This design comes from an exercise in tuning for small area, a short achievable clock period and few clock cycles on the open sky130 flow, not from production work. Function was checked by simulation only, so behaviour that the tests miss may differ from the original. Power figures rest on the tool's default switching activity, not on a simulated workload.

==> flow/design.v (excerpt) <==
module l3_cache_top (
  input  logic         clk,
  input  logic         reset,
  input  logic [3:0]   port_valid,
  input  logic [3:0]   port_write,
  input  logic [63:0]  port_addr,
  input  logic [127:0] port_wdata,
  output logic [3:0]   port_ready,
  output logic         rsp_valid,
  output logic [1:0]   rsp_port,
  output logic         rsp_write,
  output logic [31:0]  rsp_data,
  input  logic         rsp_ready,
  output logic         mem_req_valid,
  output logic         mem_req_write,
  output logic [15:0]  mem_req_addr,
  output logic [31:0]  mem_req_data,
  input  logic         mem_req_ready,
  input  logic         mem_rsp_valid,
  input  logic [31:0]  mem_rsp_data
);
  localparam int NUM_PORTS = l3_cache_pkg::NUM_PORTS;
  localparam int PORT_W    = l3_cache_pkg::PORT_W;
  localparam int ADDR_W    = l3_cache_pkg::ADDR_W;
  localparam int DATA_W    = l3_cache_pkg::DATA_W;
  localparam int INDEX_W   = l3_cache_pkg::INDEX_W;
  localparam int NUM_SETS  = l3_cache_pkg::NUM_SETS;
  localparam int TAG_W     = l3_cache_pkg::TAG_W;
  localparam int REQ_W     = l3_cache_pkg::REQ_W;
  typedef l3_cache_pkg::l3_req_t  l3_req_t;
  typedef l3_cache_pkg::l3_rsp_t  l3_rsp_t;
  typedef l3_cache_pkg::mem_req_t mem_req_t;
  logic [NUM_PORTS*REQ_W-1:0] port_req;
  l3_rsp_t  rsp;
  mem_req_t mem_req;
  always_comb begin
    for (int p = 0; p < NUM_PORTS; p++) begin
  ...
Settings: LEC_CHECK=0, CAP_MARGIN=20, CORE_MARGIN=2, CORE_UTILIZATION=58, CTS_CLUSTER_DIAMETER=60, CTS_CLUSTER_SIZE=20, SETUP_SLACK_MARGIN=3.6, SLEW_MARGIN=20, TNS_END_PERCENT=0; clock period 6.0 ns.
run.sh (not shown) runs the stock make flow with config.mk's settings and CLKGATE_MAP_FILE= SYNTH_SCRIPT=/design/flow/synth_recipe.tcl, a recipe that flattens the netlist after the stock synthesis.
The first run went through all stages and came out clean.
Testbench counts at the start, summed over its fixed seeds: cycles 2,293.
Rerun with:
Settings changed: CORE_UTILIZATION 58 to 60, SETUP_SLACK_MARGIN 3.6 to 3.4.
Outcome:
- power decreases by 5.9%
- clock power went down by 2.9%
- sequential share of layout area rose by 2.5 points
- worst hold slack barely changes
- count of clock-buffer cells in the layout decreases by 9
- final area goes down by 4.7%
- register-to-register slack gets worse by 0.26 ns
- core utilization falls by 1.1 points
- routed wire length goes down by 5.6%

* * *

Another version of the RTL of l3_cache_top (not shown whole).
For scale: about 6,700 cells after synthesis, about 1,600 flip-flops, roughly 330 I/O pins, about 78,000 um2 of cells after synthesis.
// l3_cache_top
module l3_cache_top (
  input  logic         clk,
  input  logic         reset,
  input  logic [3:0]   port_valid,
  input  logic [3:0]   port_write,
  input  logic [63:0]  port_addr,
  input  logic [127:0] port_wdata,
  output logic [3:0]   port_ready,
  output logic         rsp_valid,
  output logic [1:0]   rsp_port,
  output logic         rsp_write,
  output logic [31:0]  rsp_data,
  input  logic         rsp_ready,
  output logic         mem_req_valid,
  output logic         mem_req_write,
  output logic [15:0]  mem_req_addr,
  output logic [31:0]  mem_req_data,
  input  logic         mem_req_ready,
  input  logic         mem_rsp_valid,
  input  logic [31:0]  mem_rsp_data
);
  localparam int NUM_PORTS = l3_cache_pkg::NUM_PORTS;
  localparam int PORT_W    = l3_cache_pkg::PORT_W;
  localparam int ADDR_W    = l3_cache_pkg::ADDR_W;
  localparam int DATA_W    = l3_cache_pkg::DATA_W;
  localparam int INDEX_W   = l3_cache_pkg::INDEX_W;
  localparam int NUM_SETS  = l3_cache_pkg::NUM_SETS;
  localparam int TAG_W     = l3_cache_pkg::TAG_W;
  localparam int REQ_W     = l3_cache_pkg::REQ_W;
  typedef l3_cache_pkg::l3_req_t  l3_req_t;
  typedef l3_cache_pkg::l3_rsp_t  l3_rsp_t;
  typedef l3_cache_pkg::mem_req_t mem_req_t;
  logic [NUM_PORTS*REQ_W-1:0] port_req;
  l3_rsp_t  rsp;
  mem_req_t mem_req;
  always_comb begin
    for (int p = 0; p < NUM_PORTS; p++) begin
      port_req[p*REQ_W +: REQ_W] = {port_write[p], port_addr[p*ADDR_W +: ADDR_W],
                                    port_wdata[p*DATA_W +: DATA_W], PORT_W'(p)};
    end
  end
  l3_top l3_top_i (
    .clk           (clk),
    .reset         (reset),
    .port_valid    (port_valid),
    .port_req      (port_req),
  ...
clock: 6.0 ns
lec_check: 0
cap_margin: 20
core_margin: 2
core_utilization: 60
cts_cluster_diameter: 60
cts_cluster_size: 20
setup_slack_margin: 3.4
slew_margin: 20
The starting point finished clean.
Testbench counts at the start, summed over its fixed seeds: cycles 2,293.
Next try:
TNS_END_PERCENT = 5   (was unset)
Outcome: The new run finished with timing, DRC and antenna clean; count of clock-buffer cells in the layout rose by 4; hold slack hardly moves; final area falls by 6.7%; register-to-register slack loses 50 ps; cell count goes down by 2.0%.
Next try:
SETUP_SLACK_MARGIN = 3.2   (was 3.4)
The new run produced a clean layout.
Area after synthesis is unchanged.
Sequential power is about the same.
Cell count drops by 1.8%.
Core utilization falls by 2.3 points.
Clock skew is lower by 3.9 ps.
Wire length went down by 5.5%.
Cell area is lower by 3.2%.
Non-clock buffer count goes down by 156.
Count of clock-buffer cells in the layout stays the same.

-- afterwards: timing with drivers on the ports --
The flow's constraints put no driver on any port. The routed layouts listed below were extracted and timed again, unchanged, in two steps. Step 1, drivers: a clkbuf_16 drives clk and a buf_2 each remaining input, both assumed. Step 2 adds t to the input delays and takes it off the output delays; t is the mean of the earliest and latest rising clock arrival at the registers after step 1. Input paths then give back, and output paths get back, about the clock's delay inside the block. Slacks: ideal ports / drivers / drivers and shift; pairs: ideal ports / drivers.
run | t (ns) | setup slack, ns | hold WS [ns] | worst setup path after step 2
the first run of note 1 | 0.865 | 3.136 / 3.138 / 2.332 | 0.475 / 0.475 / 0.475 | input to register
the second run of note 1 | 0.867 | 2.897 / 2.915 / 2.048 | 0.476 / 0.476 / 0.476 | input to register
the first run of note 2 | 0.885 | 3.069 / 3.069 / 2.202 | 0.479 / 0.479 / 0.479 | input to register
the second run of note 2 | 0.874 | 3.014 / 3.014 / 2.278 | 0.479 / 0.479 / 0.479 | input to register
the third run of note 2 | 0.872 | 2.880 / 2.793 / 2.104 | 0.486 / 0.486 / 0.486 | input to register
After both steps setup and hold are still met in every run listed. For the first run of note 2, which loses most, drivers alone change the setup slack by 0.000 ns; drivers and shift together by -0.867 ns.
